What follows belongs to an exercise in optimizing a design on an open flow for small area, a short achievable clock period and few clock cycles per item; a production flow would make more cautious choices. RTL that was checked went through simulation tests only; none was proved equivalent to the original. Power and IR drop assume default switching activity.

Design bit_vector_last_one_query_core, start of the top module:
module bit_vector_last_one_query_core (
	input  logic                           clk,
	input  logic                           arst_n,
	input  logic                           in_valid,
	output logic                           in_stall,
	input  logic [bvlq_pkg::FUNC_W-1:0]    func,
	input  logic                           bit_value,
	input  logic [bvlq_pkg::POS_W-1:0]     query_pos,
	output logic                           out_valid,
	input  logic                           out_stall,
	output logic [bvlq_pkg::POS_W-1:0]     last_one_pos,
	output logic                           found,
	output logic [bvlq_pkg::STAT_W-1:0]    status
);
For scale: roughly 3000 cells after synthesis, about 1300 flip-flops, ~34 I/O pins, roughly 49000 um2 of cells after synthesis.
==> flow/config.mk <==
export PLATFORM = sky130hd
export DESIGN_NAME = bit_vector_last_one_query_core
export DESIGN_NICKNAME = bit_vector_last_one_query_core
export VERILOG_FILES = /design/flow/design.v
export SDC_FILE = /design/flow/constraint.sdc
export NUM_CORES = 4
export LEC_CHECK = 0
export CAP_MARGIN = 20
export CORE_MARGIN = 2
export CORE_UTILIZATION = 35
export SETUP_SLACK_MARGIN = 5
export SLEW_MARGIN = 20
export SYNTH_MEMORY_MAX_BITS = 8192
==> flow/constraint.sdc <==
create_clock -name core_clock -period 10.0 [get_ports {clk}]
set_input_delay 2.0000 -clock core_clock [delete_from_list [all_inputs] [get_ports {clk}]]
set_output_delay 2.0000 -clock core_clock [all_outputs]
set_load 0.01 [all_outputs]
standard.sh (not shown) runs the stock make flow with config.mk's settings and CLKGATE_MAP_FILE= SYNTH_SCRIPT=/design/flow/synth_recipe.tcl, a recipe that flattens the netlist after the stock synthesis.
==> flow/flow/run.sh <==
#!/bin/bash
set -euo pipefail
MARGIN=$(cat flow/margin.txt)
CTS=$(cat flow/cts_args.txt)
bash standard.sh SETUP_SLACK_MARGIN="$MARGIN" "CTS_ARGS=$CTS" finish > make_finish.log 2>&1
==> flow/flow/cts_args.txt <==
-sink_clustering_enable -repair_clock_nets -dont_use_dummy_load -sink_clustering_size 24 -sink_clustering_max_diameter 90
==> flow/flow/margin.txt <==
6.5
The starting point produced a clean layout.
Testbench counts at the start, summed over its fixed seeds: cycles 12,832, items 12,800.
Change:
--- a/flow/design.v
+++ b/flow/design.v
@@ -145,29 +145,39 @@
 	logic            a_rng;
 	logic            a_qv;
 	bvlq_pkg::pos_t  a_pm1;
 	bvlq_pkg::blk_t  a_blk;
 	logic            a_tail;
 	assign a_go   = a_valid_q && run_ab;
 	assign is_app = (a_func_q == bvlq_pkg::FUNC_APPEND);
 	assign is_set = (a_func_q == bvlq_pkg::FUNC_SET);
 	assign is_qry = (a_func_q == bvlq_pkg::FUNC_QUERY);
 	assign full   = len_q[bvlq_pkg::POS_W-1];
 	assign app_ok = a_go && is_app && !full;
 	assign set_ok = a_go && is_set && !empty_q;
-	logic commit;
-	assign commit = app_ok && bnd_q;
-	bvlq_pkg::rows_t wr;
-	for (genvar k = 0; k < NR; k++) begin : g_wr
-		assign wr[k] = commit && (tblk_q == bvlq_pkg::blk_t'(k));
+	logic            bnd_n, full_n;
+	bvlq_pkg::blk_t  tblk_n;
+	bvlq_pkg::rows_t wr_q;
+	assign bnd_n  = app_ok ? (len_q[OW-1:0] == '1) : bnd_q;
+	assign full_n = app_ok ? (len_q == bvlq_pkg::pos_t'(bvlq_pkg::MAX_BITS - 1)) : full;
+	assign tblk_n = app_ok ? len_q[bvlq_pkg::POS_W-2:OW] : tblk_q;
+	always_ff @(posedge clk or negedge arst_n) begin
+		if (!arst_n) begin
+			wr_q <= '0;
+		end else if (run_ab) begin
+			for (int k = 0; k < NR; k++) begin
+				wr_q[k] <= in_valid && (func == bvlq_pkg::FUNC_APPEND) && bnd_n && !full_n
+					&& (tblk_n == bvlq_pkg::blk_t'(k));
+			end
+		end
 	end
 	assign app_off = len_q[OW-1:0];
 	assign set_off = len_q[OW-1:0] - bvlq_pkg::off_t'(1);
 	assign a_rng  = (a_pos_q > len_q);
 	assign a_pm1  = a_pos_q - bvlq_pkg::pos_t'(1);
 	assign a_blk  = a_pm1[bvlq_pkg::POS_W-2:OW];
 	assign a_tail = (a_blk == tblk_q);
 	assign a_qv   = is_qry && (a_pos_q != '0) && !a_rng;
 	always_comb begin
 		a_stat = bvlq_pkg::ST_OK;
 		if (is_app && full) a_stat = bvlq_pkg::ST_BOUND;
 		if (is_set && empty_q) a_stat = bvlq_pkg::ST_BOUND;
@@ -191,63 +201,73 @@
 			if ((app_ok && (app_off == bvlq_pkg::off_t'(i)))
 			    || (set_ok && (set_off == bvlq_pkg::off_t'(i)))) begin
 				tail_q[i] <= a_bit_q;
 			end
 		end
 	end
 	bvlq_pkg::rows_t nz;
 	bvlq_pkg::blk_t  ptop_addr;
 	bvlq_pkg::off_t  ptop;
 	bvlq_pkg::word_t pdata;
 	bvlq_store u_store (
 		.clk   (clk),
-		.we    (wr),
+		.we    (wr_q & {NR{run_ab}}),
 		.wdata (tail_q),
 		.rsel  (b_sel_q),
 		.rdata (pdata),
 		.nz    (nz),
 		.taddr (ptop_addr),
 		.rtop  (ptop)
 	);
 	logic                        b_valid_q;
 	logic [bvlq_pkg::STAT_W-1:0] b_stat_q;
 	logic                        b_qv_q;
 	logic                        b_tail_q;
 	bvlq_pkg::blk_t              b_blk_q;
 	bvlq_pkg::rows_t             b_sel_q;
-	bvlq_pkg::off_t              b_off_q;
+	logic [NG-1:0]               b_glt_q;    
+	logic [NG-1:0]               b_geq_q;    
+	logic [7:0]                  b_lle_q;    
 	always_ff @(posedge clk or negedge arst_n) begin
 		if (!arst_n) begin
 			b_valid_q <= 1'b0;
 		end else if (run_ab) begin
 			b_valid_q <= a_valid_q;
 		end
 	end
 	always_ff @(posedge clk) begin
 		if (run_ab) begin
 			b_stat_q <= a_stat;
 			b_qv_q   <= a_qv;
 			b_tail_q <= a_tail;
 			b_blk_q  <= a_blk;
 			for (int k = 0; k < NR; k++) begin
 				b_sel_q[k] <= a_qv && !a_tail && (a_blk == bvlq_pkg::blk_t'(k));
 			end
-			b_off_q  <= a_pm1[OW-1:0];
+			for (int g = 0; g < NG; g++) begin
+				b_glt_q[g] <= (GW'(g) < a_pm1[OW-1:3]);
+				b_geq_q[g] <= (GW'(g) == a_pm1[OW-1:3]);
+			end
+			for (int l = 0; l < 8; l++) begin
+				b_lle_q[l] <= (3'(l) <= a_pm1[2:0]);
+			end
 		end
 	end
 	bvlq_pkg::word_t b_word, b_mask;
 	assign b_word = pdata | (tail_q & {BB{b_tail_q}});
 	always_comb begin
-		for (int i = 0; i < BB; i++) begin
-			b_mask[i] = (bvlq_pkg::off_t'(i) <= b_off_q);
+		for (int g = 0; g < NG; g++) begin
+			for (int l = 0; l < 8; l++) begin
+				b_mask[8*g+l] = b_glt_q[g] || (b_geq_q[g] && b_lle_q[l]);
+			end
 		end
 	end
 	logic [NG-1:0] b_ghit;
 	logic [NG-1:0][2:0] b_gidx;
 	for (genvar g = 0; g < NG; g++) begin : g_grp
 		bvlq_top #(.W(8)) u_top_g (
 			.w   (b_word[8*g +: 8] & b_mask[8*g +: 8]),
 			.hit (b_ghit[g]),
 			.idx (b_gidx[g])
 		);
 	end
 	logic [bvlq_pkg::NUM_BLOCKS-1:0] b_nzm;
After rerunning:
- The changed run finished clean
- global-route usage came out higher by 0.22 points
- power came out higher by 2.3%
- worst hold slack is better by 0.015 ns
- die area came out higher by 2.7%
- sequential share of layout area hardly moves
- register-to-register slack is worse by 0.11 ns
- final area came out higher by 2.3%
- worst setup slack is worse by 0.11 ns
- sequential cell count came out higher by 32
- utilization came out lower by 0.21 points
- clock skew came out lower by 0.010 ns
- via count came out higher by 2.7%
- wire length came out higher by 4.7%
- cell count came out higher by 1.7%
No functional check of the RTL was part of the second run of this note.

========
rev 12:
The RTL this note starts from:
==> flow/design.v <==
package bvlq_pkg;
	localparam int unsigned MAX_BITS   = 1024;
	localparam int unsigned BLOCK_BITS = 64;
	localparam int unsigned NUM_BLOCKS = MAX_BITS / BLOCK_BITS;
	localparam int unsigned NUM_ROWS   = NUM_BLOCKS - 1;    
	localparam int unsigned POS_W      = 11;
	localparam int unsigned OFF_W      = $clog2(BLOCK_BITS);
	localparam int unsigned BLK_W      = $clog2(NUM_BLOCKS);
	localparam int unsigned FUNC_W     = 2;
	localparam int unsigned STAT_W     = 2;
	localparam logic [FUNC_W-1:0] FUNC_APPEND = 2'd0;
	localparam logic [FUNC_W-1:0] FUNC_SET    = 2'd1;
	localparam logic [FUNC_W-1:0] FUNC_QUERY  = 2'd2;
	localparam logic [STAT_W-1:0] ST_OK    = 2'd0;
	localparam logic [STAT_W-1:0] ST_BOUND = 2'd1;
	localparam logic [STAT_W-1:0] ST_RANGE = 2'd2;
	typedef logic [BLOCK_BITS-1:0] word_t;
	typedef logic [NUM_ROWS-1:0]   rows_t;
	typedef logic [POS_W-1:0]      pos_t;
	typedef logic [BLK_W-1:0]      blk_t;
	typedef logic [OFF_W-1:0]      off_t;
endpackage
module bvlq_store (
	input  logic              clk,
	input  logic              we,
	input  bvlq_pkg::blk_t    waddr,
	input  bvlq_pkg::word_t   wdata,
	input  bvlq_pkg::rows_t   rsel,
	output bvlq_pkg::word_t   rdata,
	output bvlq_pkg::rows_t   nz
);
	bvlq_pkg::word_t rows_q [bvlq_pkg::NUM_ROWS];
	bvlq_pkg::rows_t nz_q;
	logic            wnz;
	assign wnz = |wdata;
	for (genvar k = 0; k < bvlq_pkg::NUM_ROWS; k++) begin : g_row
		always_ff @(posedge clk) begin
			if (we && (waddr == bvlq_pkg::blk_t'(k))) begin
				rows_q[k] <= wdata;
				nz_q[k]   <= wnz;
			end
		end
	end
	always_comb begin
		rdata = '0;
		for (int k = 0; k < bvlq_pkg::NUM_ROWS; k++) begin
			rdata = rdata | (rows_q[k] & {bvlq_pkg::BLOCK_BITS{rsel[k]}});
		end
	end
	assign nz = nz_q;
endmodule
module bvlq_top #(
	parameter int unsigned W  = 64,
	parameter int unsigned IW = $clog2(W)
) (
	input  logic [W-1:0]  w,
	output logic          hit,
	output logic [IW-1:0] idx
);
	logic          h [IW+1][W];
	logic [IW-1:0] x [IW+1][W];
	always_comb begin
		for (int i = 0; i < W; i++) begin
			h[0][i] = w[i];
			x[0][i] = '0;
		end
		for (int l = 0; l < IW; l++) begin
			for (int i = 0; i < W; i++) begin
				h[l+1][i] = 1'b0;
				x[l+1][i] = '0;
			end
			for (int i = 0; i < (W >> (l + 1)); i++) begin
				h[l+1][i] = h[l][2*i] | h[l][2*i+1];
				x[l+1][i] = h[l][2*i+1] ? x[l][2*i+1] : x[l][2*i];
				x[l+1][i][l] = h[l][2*i+1];
			end
		end
		hit = h[IW][0];
		idx = x[IW][0];
	end
endmodule
module bit_vector_last_one_query_core (
	input  logic                           clk,
	input  logic                           arst_n,
	input  logic                           in_valid,
	output logic                           in_stall,
	input  logic [bvlq_pkg::FUNC_W-1:0]    func,
	input  logic                           bit_value,
	input  logic [bvlq_pkg::POS_W-1:0]     query_pos,
	output logic                           out_valid,
	input  logic                           out_stall,
	output logic [bvlq_pkg::POS_W-1:0]     last_one_pos,
	output logic                           found,
	output logic [bvlq_pkg::STAT_W-1:0]    status
);
	localparam int unsigned NR = bvlq_pkg::NUM_ROWS;
	localparam int unsigned BB = bvlq_pkg::BLOCK_BITS;
	localparam int unsigned OW = bvlq_pkg::OFF_W;
	localparam int unsigned BW = bvlq_pkg::BLK_W;
	localparam int unsigned NG = BB / 8;
	localparam int unsigned GW = $clog2(NG);
	logic hold_q;    
	logic miss_q;    
	logic stall_q;   
	logic run_ab;
	logic                        a_valid_q;
	logic [bvlq_pkg::FUNC_W-1:0] a_func_q;
	logic                        a_bit_q;
	bvlq_pkg::pos_t              a_pos_q;
	assign run_ab   = !stall_q;
	assign in_stall = stall_q;
	always_ff @(posedge clk or negedge arst_n) begin
		if (!arst_n) begin
			a_valid_q <= 1'b0;
		end else if (run_ab) begin
			a_valid_q <= in_valid;
		end
	end
	always_ff @(posedge clk) begin
		if (run_ab) begin
			a_func_q <= func;
			a_bit_q  <= bit_value;
			a_pos_q  <= query_pos;
		end
	end
	bvlq_pkg::pos_t  len_q;      
	logic            empty_q;    
	logic            bnd_q;      
	bvlq_pkg::blk_t  tblk_q;     
	bvlq_pkg::word_t tail_q;     
	logic a_go;
	logic is_app, is_set, is_qry;
	logic full, at_bnd;
	logic app_ok, set_ok, commit;
	bvlq_pkg::off_t  app_off, set_off;
	logic [bvlq_pkg::STAT_W-1:0] a_stat;
	logic            a_rng;
	logic            a_qv;
	bvlq_pkg::pos_t  a_pm1;
	bvlq_pkg::blk_t  a_blk;
	logic            a_tail;
	assign a_go   = a_valid_q && run_ab;
	assign is_app = (a_func_q == bvlq_pkg::FUNC_APPEND);
	assign is_set = (a_func_q == bvlq_pkg::FUNC_SET);
	assign is_qry = (a_func_q == bvlq_pkg::FUNC_QUERY);
	assign full   = len_q[bvlq_pkg::POS_W-1];
	assign at_bnd = bnd_q;
	assign app_ok = a_go && is_app && !full;
	assign set_ok = a_go && is_set && !empty_q;
	assign commit = app_ok && at_bnd;
	assign app_off = len_q[OW-1:0];
	assign set_off = len_q[OW-1:0] - bvlq_pkg::off_t'(1);
	assign a_rng  = (a_pos_q > len_q);
	assign a_pm1  = a_pos_q - bvlq_pkg::pos_t'(1);
	assign a_blk  = a_pm1[bvlq_pkg::POS_W-2:OW];
	assign a_tail = (a_blk == tblk_q);
	assign a_qv   = is_qry && (a_pos_q != '0) && !a_rng;
	always_comb begin
		a_stat = bvlq_pkg::ST_OK;
		if (is_app && full) a_stat = bvlq_pkg::ST_BOUND;
		if (is_set && empty_q) a_stat = bvlq_pkg::ST_BOUND;
		if (is_qry && a_rng) a_stat = bvlq_pkg::ST_RANGE;
	end
	always_ff @(posedge clk or negedge arst_n) begin
		if (!arst_n) begin
			len_q   <= '0;
			empty_q <= 1'b1;
			bnd_q   <= 1'b0;
			tblk_q  <= '0;
		end else if (app_ok) begin
			len_q   <= len_q + bvlq_pkg::pos_t'(1);
			empty_q <= 1'b0;
			bnd_q   <= (len_q[OW-1:0] == '1);
			tblk_q  <= len_q[bvlq_pkg::POS_W-2:OW];
		end
	end
	for (genvar i = 0; i < BB; i++) begin : g_tail
		always_ff @(posedge clk) begin
			if ((app_ok && (app_off == bvlq_pkg::off_t'(i)))
			    || (set_ok && (set_off == bvlq_pkg::off_t'(i)))) begin
				tail_q[i] <= a_bit_q;
			end
		end
	end
	bvlq_pkg::rows_t psel, nz;
	bvlq_pkg::word_t pdata;
	bvlq_store u_store (
		.clk   (clk),
		.we    (commit),
		.waddr (tblk_q),
		.wdata (tail_q),
		.rsel  (psel),
		.rdata (pdata),
		.nz    (nz)
	);
	logic                        b_valid_q;
	logic [bvlq_pkg::STAT_W-1:0] b_stat_q;
	logic                        b_qv_q;
	logic                        b_tail_q;
	bvlq_pkg::blk_t              b_blk_q;
	bvlq_pkg::off_t              b_off_q;
	bvlq_pkg::rows_t             b_sel_q;
	always_ff @(posedge clk or negedge arst_n) begin
		if (!arst_n) begin
			b_valid_q <= 1'b0;
		end else if (run_ab) begin
			b_valid_q <= a_valid_q;
		end
	end
	always_ff @(posedge clk) begin
		if (run_ab) begin
			b_stat_q <= a_stat;
			b_qv_q   <= a_qv;
			b_tail_q <= a_tail;
			b_blk_q  <= a_blk;
			b_off_q  <= a_pm1[OW-1:0];
			for (int k = 0; k < NR; k++) begin
				b_sel_q[k] <= a_qv && !a_tail && (a_blk == bvlq_pkg::blk_t'(k));
			end
		end
	end
	bvlq_pkg::rows_t c_h_q;
	bvlq_pkg::word_t b_word, b_mask;
	logic            b_hit;
	assign psel   = miss_q ? c_h_q : b_sel_q;
	assign b_word = pdata | (tail_q & {BB{b_tail_q && !miss_q}});
	bvlq_pkg::off_t b_moff;
	assign b_moff = b_off_q | {OW{miss_q}};
	always_comb begin
		for (int i = 0; i < BB; i++) begin
			b_mask[i] = (bvlq_pkg::off_t'(i) <= b_moff);
		end
	end
	logic [NG-1:0] b_ghit;
	logic [NG-1:0][2:0] b_gidx;
	for (genvar g = 0; g < NG; g++) begin : g_grp
		bvlq_top #(.W(8)) u_top_g (
			.w   (b_word[8*g +: 8] & b_mask[8*g +: 8]),
			.hit (b_ghit[g]),
			.idx (b_gidx[g])
		);
	end
	assign b_hit = |b_ghit;
	logic [bvlq_pkg::NUM_BLOCKS-1:0] b_nzm;
	logic                            b_hit2;
	bvlq_pkg::blk_t                  b_j;
	bvlq_pkg::rows_t                 b_h;
	always_comb begin
		b_nzm = '0;
		for (int k = 0; k < NR; k++) begin
			b_nzm[k] = nz[k] && (bvlq_pkg::blk_t'(k) < b_blk_q);
		end
	end
	bvlq_top #(.W(bvlq_pkg::NUM_BLOCKS)) u_top_j (
		.w   (b_nzm),
		.hit (b_hit2),
		.idx (b_j)
	);
	always_comb begin
		for (int k = 0; k < NR; k++) begin
			b_h[k] = b_hit2 && (b_j == bvlq_pkg::blk_t'(k));
		end
	end
	logic                        c_valid_q;
	logic [bvlq_pkg::STAT_W-1:0] c_stat_q;
	logic                        c_qv_q;
	logic [NG-1:0]               c_ghit_q;
	logic [NG-1:0][2:0]          c_gidx_q;
	bvlq_pkg::blk_t              c_blk_q;
	bvlq_pkg::blk_t              c_j_q;
	logic miss_d, hold_d;
	always_ff @(posedge clk or negedge arst_n) begin
		if (!arst_n) begin
			c_valid_q <= 1'b0;
			miss_q    <= 1'b0;
			stall_q   <= 1'b0;
		end else begin
			if (run_ab) begin
				c_valid_q <= b_valid_q;
			end
			if (!hold_q) begin
				miss_q <= miss_d;
			end
			stall_q <= hold_d || (hold_q ? miss_q : miss_d);
		end
	end
	assign miss_d = !miss_q && b_valid_q && b_qv_q && !b_hit && b_hit2;
	always_ff @(posedge clk) begin
		if (!hold_q) begin
			c_ghit_q <= b_ghit;
			c_gidx_q <= b_gidx;
			c_blk_q  <= miss_q ? c_j_q : b_blk_q;
		end
		if (run_ab) begin
			c_stat_q <= b_stat_q;
			c_qv_q   <= b_qv_q;
			c_j_q    <= b_j;
			c_h_q    <= b_h;
		end
	end
	logic                c_found;
	logic [GW-1:0]       c_g;
	logic [2:0]          c_l;
	bvlq_pkg::pos_t      c_pos;
	always_comb begin
		c_g = '0;
		for (int g = 0; g < NG; g++) begin
			if (c_ghit_q[g]) c_g = GW'(g);
		end
		c_l = c_gidx_q[c_g];
	end
	assign c_found = c_qv_q && (|c_ghit_q);
	assign c_pos   = c_found
		? (bvlq_pkg::pos_t'({c_blk_q, c_g, c_l}) + bvlq_pkg::pos_t'(1)) : '0;
	logic                        o_valid_q;
	bvlq_pkg::pos_t              o_pos_q;
	logic                        o_found_q;
	logic [bvlq_pkg::STAT_W-1:0] o_stat_q;
	bvlq_pkg::pos_t              k_pos_q;
	logic                        k_found_q;
	logic [bvlq_pkg::STAT_W-1:0] k_stat_q;
	logic take, produce, o_load;
	assign take    = o_valid_q && !out_stall;
	assign produce = c_valid_q && run_ab;
	assign hold_d  = hold_q ? !take : (produce && !o_load);
	assign o_load  = !o_valid_q || !out_stall;
	always_ff @(posedge clk or negedge arst_n) begin
		if (!arst_n) begin
			o_valid_q <= 1'b0;
			hold_q    <= 1'b0;
		end else begin
			if (o_load) begin
				o_valid_q <= hold_q || produce;
			end
			hold_q <= hold_d;
		end
	end
	always_ff @(posedge clk) begin
		if (o_load) begin
			if (hold_q) begin
				o_pos_q   <= k_pos_q;
				o_found_q <= k_found_q;
				o_stat_q  <= k_stat_q;
			end else begin
				o_pos_q   <= c_pos;
				o_found_q <= c_found;
				o_stat_q  <= c_stat_q;
			end
		end
		if (!hold_q) begin
			k_pos_q   <= c_pos;
			k_found_q <= c_found;
			k_stat_q  <= c_stat_q;
		end
	end
	assign out_valid    = o_valid_q;
	assign last_one_pos = o_pos_q;
	assign found        = o_found_q;
	assign status       = o_stat_q;
endmodule
clock: 10.0 ns
lec_check: 0
cap_margin: 20
core_margin: 2
core_utilization: 35
setup_slack_margin: 5
slew_margin: 20
synth_memory_max_bits: 8192
run.sh (not shown) runs the stock make flow with config.mk's settings and CLKGATE_MAP_FILE= SYNTH_SCRIPT=/design/flow/synth_recipe.tcl, a recipe that flattens the netlist after the stock synthesis.
Stock flow here: none of the scripts above is used.
Testbench counts of rev 12, summed over its fixed seeds: cycles 13,025, items 12,800.
For rev 13, these inputs were changed with respect to rev 12:
--- a/flow/design.v
+++ b/flow/design.v
@@ -124,9 +124,8 @@
 		end
 	end
 	bvlq_pkg::pos_t  len_q;      
 	logic            empty_q;    
-	logic            bnd_q;      
 	bvlq_pkg::blk_t  tblk_q;     
 	bvlq_pkg::word_t tail_q;     
 	logic a_go;
 	logic is_app, is_set, is_qry;
@@ -143,9 +142,9 @@
 	assign is_app = (a_func_q == bvlq_pkg::FUNC_APPEND);
 	assign is_set = (a_func_q == bvlq_pkg::FUNC_SET);
 	assign is_qry = (a_func_q == bvlq_pkg::FUNC_QUERY);
 	assign full   = len_q[bvlq_pkg::POS_W-1];
-	assign at_bnd = bnd_q;
+	assign at_bnd = (len_q[OW-1:0] == '0) && !empty_q;
 	assign app_ok = a_go && is_app && !full;
 	assign set_ok = a_go && is_set && !empty_q;
 	assign commit = app_ok && at_bnd;
 	assign app_off = len_q[OW-1:0];
@@ -164,14 +163,12 @@
 	always_ff @(posedge clk or negedge arst_n) begin
 		if (!arst_n) begin
 			len_q   <= '0;
 			empty_q <= 1'b1;
-			bnd_q   <= 1'b0;
 			tblk_q  <= '0;
 		end else if (app_ok) begin
 			len_q   <= len_q + bvlq_pkg::pos_t'(1);
 			empty_q <= 1'b0;
-			bnd_q   <= (len_q[OW-1:0] == '1);
 			tblk_q  <= len_q[bvlq_pkg::POS_W-2:OW];
 		end
 	end
 	for (genvar i = 0; i < BB; i++) begin : g_tail
==> results.txt <==
Summary of rev 13 over rev 12: number of sequential cells in the layout about even; final worst-path cycle share +0.95 points; cell area now sits lower. On routed length on met2: between rev 13 and rev 12, it ends up lower for rev 13. Multi-input combinational cell area: rev 13 < rev 12. Sequential fraction of design power came out higher on rev 13 than on rev 12. Compared rev 13 vs rev 12, and die area is down in rev 13. Diff rev 13 and rev 12: shortest period the worst path allows lower in rev 12. In rev 13, net switching power of the design is higher than in rev 12. Half-perimeter wire length after detailed placement in rev 13 vs rev 12: down about 1.5%. Taking rev 12 as the reference, in rev 13 horizontal die dimension roughly the same, wire length of the first global-routing pass roughly the same, simple-gate share of the synthesized area higher. For the complex-gate fraction of the synthesized area, rev 13 came in 0.48 points lower than rev 12 did.
The RTL of rev 13 was laid out without a check of its function.

[what the ideal ports hide]
The results above use ideal ports. As a check the final layouts listed here were re-extracted and re-timed, cells and wires unchanged. Step 1: set_driving_cell puts a clkbuf_16 on clk and a buf_2 on each other input, an assumption about the parent block. Step 2 times the ports against the registers' clock, not the clock port: input delays grow and output delays shrink by t, the midpoint of the rising clock arrivals with the driver on. Three values: ideal, step 1, step 2; two values: the first two.
run	shift t [ns]	setup WS [ns]	worst hold slack (ns)	worst setup path after step 2	worst register clock-pin slew, ns
the first run of note 1	0.738	6.630 / 6.557 / 6.533	0.417 / 0.417 / 0.417	input to register	0.10 / 0.10
the second run of note 1	0.762	6.520 / 6.484 / 6.356	0.431 / 0.431 / 0.431	input to register	0.10 / 0.10
rev 12	0.810	5.178 / 5.178 / 5.178	0.418 / 0.418 / 0.418	register to register	0.07 / 0.07
rev 13	0.812	5.082 / 5.082 / 5.082	0.462 / 0.462 / 0.462	register to register	0.07 / 0.07
After both steps every run listed still meets setup and hold. For the second run of note 1, which loses most, drivers alone change the setup slack by -0.036 ns; drivers and shift together by -0.164 ns.
